Source: an optimization exercise on an open RTL-to-GDS flow (aim: small area, a short achievable clock period and few clock cycles per item). Production flows keep margins and buffers that such runs may drop. Only simulation tests tie the RTL to the original design; equivalence was not proved.

## the previous run
==> flow/design.v (excerpt) <==
module line_follow_pid_drive_core (
    input  logic                                 clk,
    input  logic                                 rst_n,
    input  logic                                 cfg_we,
    input  logic [lfpd_pkg::CFG_IDX_W-1:0]       cfg_index,
    input  logic [lfpd_pkg::CFG_DATA_W-1:0]      cfg_data,
    input  logic                                 in_valid,
    output logic                                 in_ready,
    input  logic [lfpd_pkg::SENSOR_W-1:0]        in_sensor_bits,
    input  logic                                 in_read_failed,
    input  logic signed [lfpd_pkg::DELTA_W-1:0]  in_left_delta,
    input  logic signed [lfpd_pkg::DELTA_W-1:0]  in_right_delta,
    output logic                                 out_valid,
    input  logic                                 out_ready,
    output logic signed [lfpd_pkg::DRIVE_W-1:0]  out_left_drive,
    output logic signed [lfpd_pkg::DRIVE_W-1:0]  out_right_drive,
    output logic                                 out_motor_stop,
    output logic [1:0]                           out_line_status,
    output logic                                 out_run_finished,
    output logic                                 out_alert_on,
    output logic                                 out_notify_stop,
    output logic signed [lfpd_pkg::ERR_W-1:0]    out_line_error
);
    function automatic logic signed [6:0] sensor_avg(input logic [7:0] b);
        logic signed [6:0] v;
        case (b)
            8'd0: v = 7'sd0;
            8'd1: v = 7'sd5;
            8'd2: v = 7'sd4;
            8'd3: v = 7'sd11;
            8'd4: v = 7'sd2;
            8'd5: v = 7'sd10;
            8'd6: v = 7'sd8;
            8'd7: v = 7'sd17;
            8'd8: v = 7'sd2;
            8'd9: v = 7'sd9;
            8'd10: v = 7'sd7;
            8'd11: v = 7'sd16;
            8'd12: v = 7'sd5;
            8'd13: v = 7'sd15;
            8'd14: v = 7'sd12;
            8'd15: v = 7'sd25;
            8'd16: v = -7'sd2;
            8'd17: v = 7'sd4;
            8'd18: v = 7'sd2;
            8'd19: v = 7'sd10;
            8'd20: v = 7'sd0;
            8'd21: v = 7'sd9;
            8'd22: v = 7'sd6;
            8'd23: v = 7'sd18;
            8'd24: v = 7'sd0;
  ...
export LEC_CHECK = 0
export ABC_AREA = 1
export CAP_MARGIN = 20
export CORE_MARGIN = 2
export CORE_UTILIZATION = 40
export SLEW_MARGIN = 20
create_clock -name core_clock -period 12.0 [get_ports {clk}]
standard.sh (not shown) runs the stock make flow with config.mk's settings and CLKGATE_MAP_FILE= SYNTH_SCRIPT=/design/flow/synth_recipe.tcl, a recipe that flattens the netlist after the stock synthesis.
==> flow/flow/run.sh <==
#!/bin/bash
set -e
export SETUP_SLACK_MARGIN=6.3
bash standard.sh > standard.log 2>&1
Testbench counts of the previous run, summed over its fixed seeds: cycles 3,530, items 3,482.
Edits applied to the flow inputs when going from the previous run to the current run:
==> flow/flow/run.sh <==
#!/bin/bash
set -e
export SETUP_SLACK_MARGIN=6.6
bash standard.sh > standard.log 2>&1
### Flow results
- Lower arrival time at the worst endpoint among the current run and the previous run: the current run
- The previous run → the current run: wire length of the first global-routing pass grew by 1.0%; ratio of final minimum period to clock period shrank by 0.87 points.

* * *

Setup of sierra:
Another version of the RTL of line_follow_pid_drive_core (not shown whole).
Size in the first run: ~5400 cells after synthesis, about 430 flip-flops, about 100 I/O pins, ~46000 um2 of cells after synthesis.
==> flow/config.mk <==
export PLATFORM = sky130hd
export DESIGN_NAME = line_follow_pid_drive_core
export DESIGN_NICKNAME = line_follow_pid_drive_core
export VERILOG_FILES = /design/flow/design.v
export SDC_FILE = /design/flow/constraint.sdc
export NUM_CORES = 4
export LEC_CHECK = 0
export ABC_AREA = 1
export CAP_MARGIN = 20
export CORE_MARGIN = 2
export CORE_UTILIZATION = 40
export SLEW_MARGIN = 20
==> flow/constraint.sdc <==
create_clock -name core_clock -period 12.0 [get_ports {clk}]
set_input_delay 2.4000 -clock core_clock [delete_from_list [all_inputs] [get_ports {clk}]]
set_output_delay 2.4000 -clock core_clock [all_outputs]
set_load 0.01 [all_outputs]
==> flow/flow/run.sh <==
#!/bin/bash
set -e
export SETUP_SLACK_MARGIN=6.5
bash standard.sh > standard.log 2>&1
sierra finished every step from synthesis to the final layout, and the layout passed the timing, DRC and antenna checks.
Testbench counts of sierra, summed over its fixed seeds: cycles 3,530, items 3,482.
Input-level comparison between harbor and sierra:
- CTS_BUF_LIST now sky130_fd_sc_hd__clkbuf_4 sky130_fd_sc_hd__clkbuf_8, previously not set
==> flow/run.sh (new file) <==
#!/bin/bash
# synth_recipe.tcl (not shown) runs the flow's synth.tcl, then flattens the netlist and writes it again
# the make line also repeats each setting of config.mk as NAME=value (left out here)
make -C /OpenROAD-flow-scripts/flow DESIGN_CONFIG=/design/flow/config.mk WORK_HOME=/design/flow/orfs CLKGATE_MAP_FILE= SYNTH_SCRIPT=/design/flow/synth_recipe.tcl finish
removed: flow/flow/run.sh
removed: flow/standard.sh
--- outcome ---
[harbor] routed length on met2 fell 4.1 mm relative to sierra. harbor completed every stage of the flow, and the final layout passed the timing, DRC and antenna checks. Looking at number of levels in the clock H-tree, harbor sits above sierra. In harbor, the post-layout instance count excluding filler cells came out 123 below the value in sierra. Core util | harbor vs sierra | harbor lower.

-- port drivers added, routing unchanged --
In the flow no input, the clock included, has a driving cell. The finished layouts below were timed again as built, in two steps.
Step 1 assumes that a clkbuf_16 drives the clock port and a buf_2 every other input.
Step 2 also shifts input and output timing later by t, the mid clock arrival at the registers, as if the neighbouring blocks saw the same clock.
a / b / c = ideal ports / drivers / drivers and shift; a / b = the first two.
run	shift t [ns]	setup slack, ns	hold slack, ns
the previous run	0.704	6.569 / 6.569 / 5.957	0.374 / 0.374 / 0.374
the current run	0.718	6.673 / 6.650 / 5.997	0.360 / 0.360 / 0.360
sierra	0.706	6.413 / 6.435 / 5.728	0.413 / 0.413 / 0.413
harbor	0.767	5.206 / 5.185 / 4.774	0.416 / 0.416 / 0.416
After both steps setup and hold are still met in every run listed. The setup slack of sierra, which loses most, moves by +0.022 ns with the drivers and by -0.685 ns with both steps.
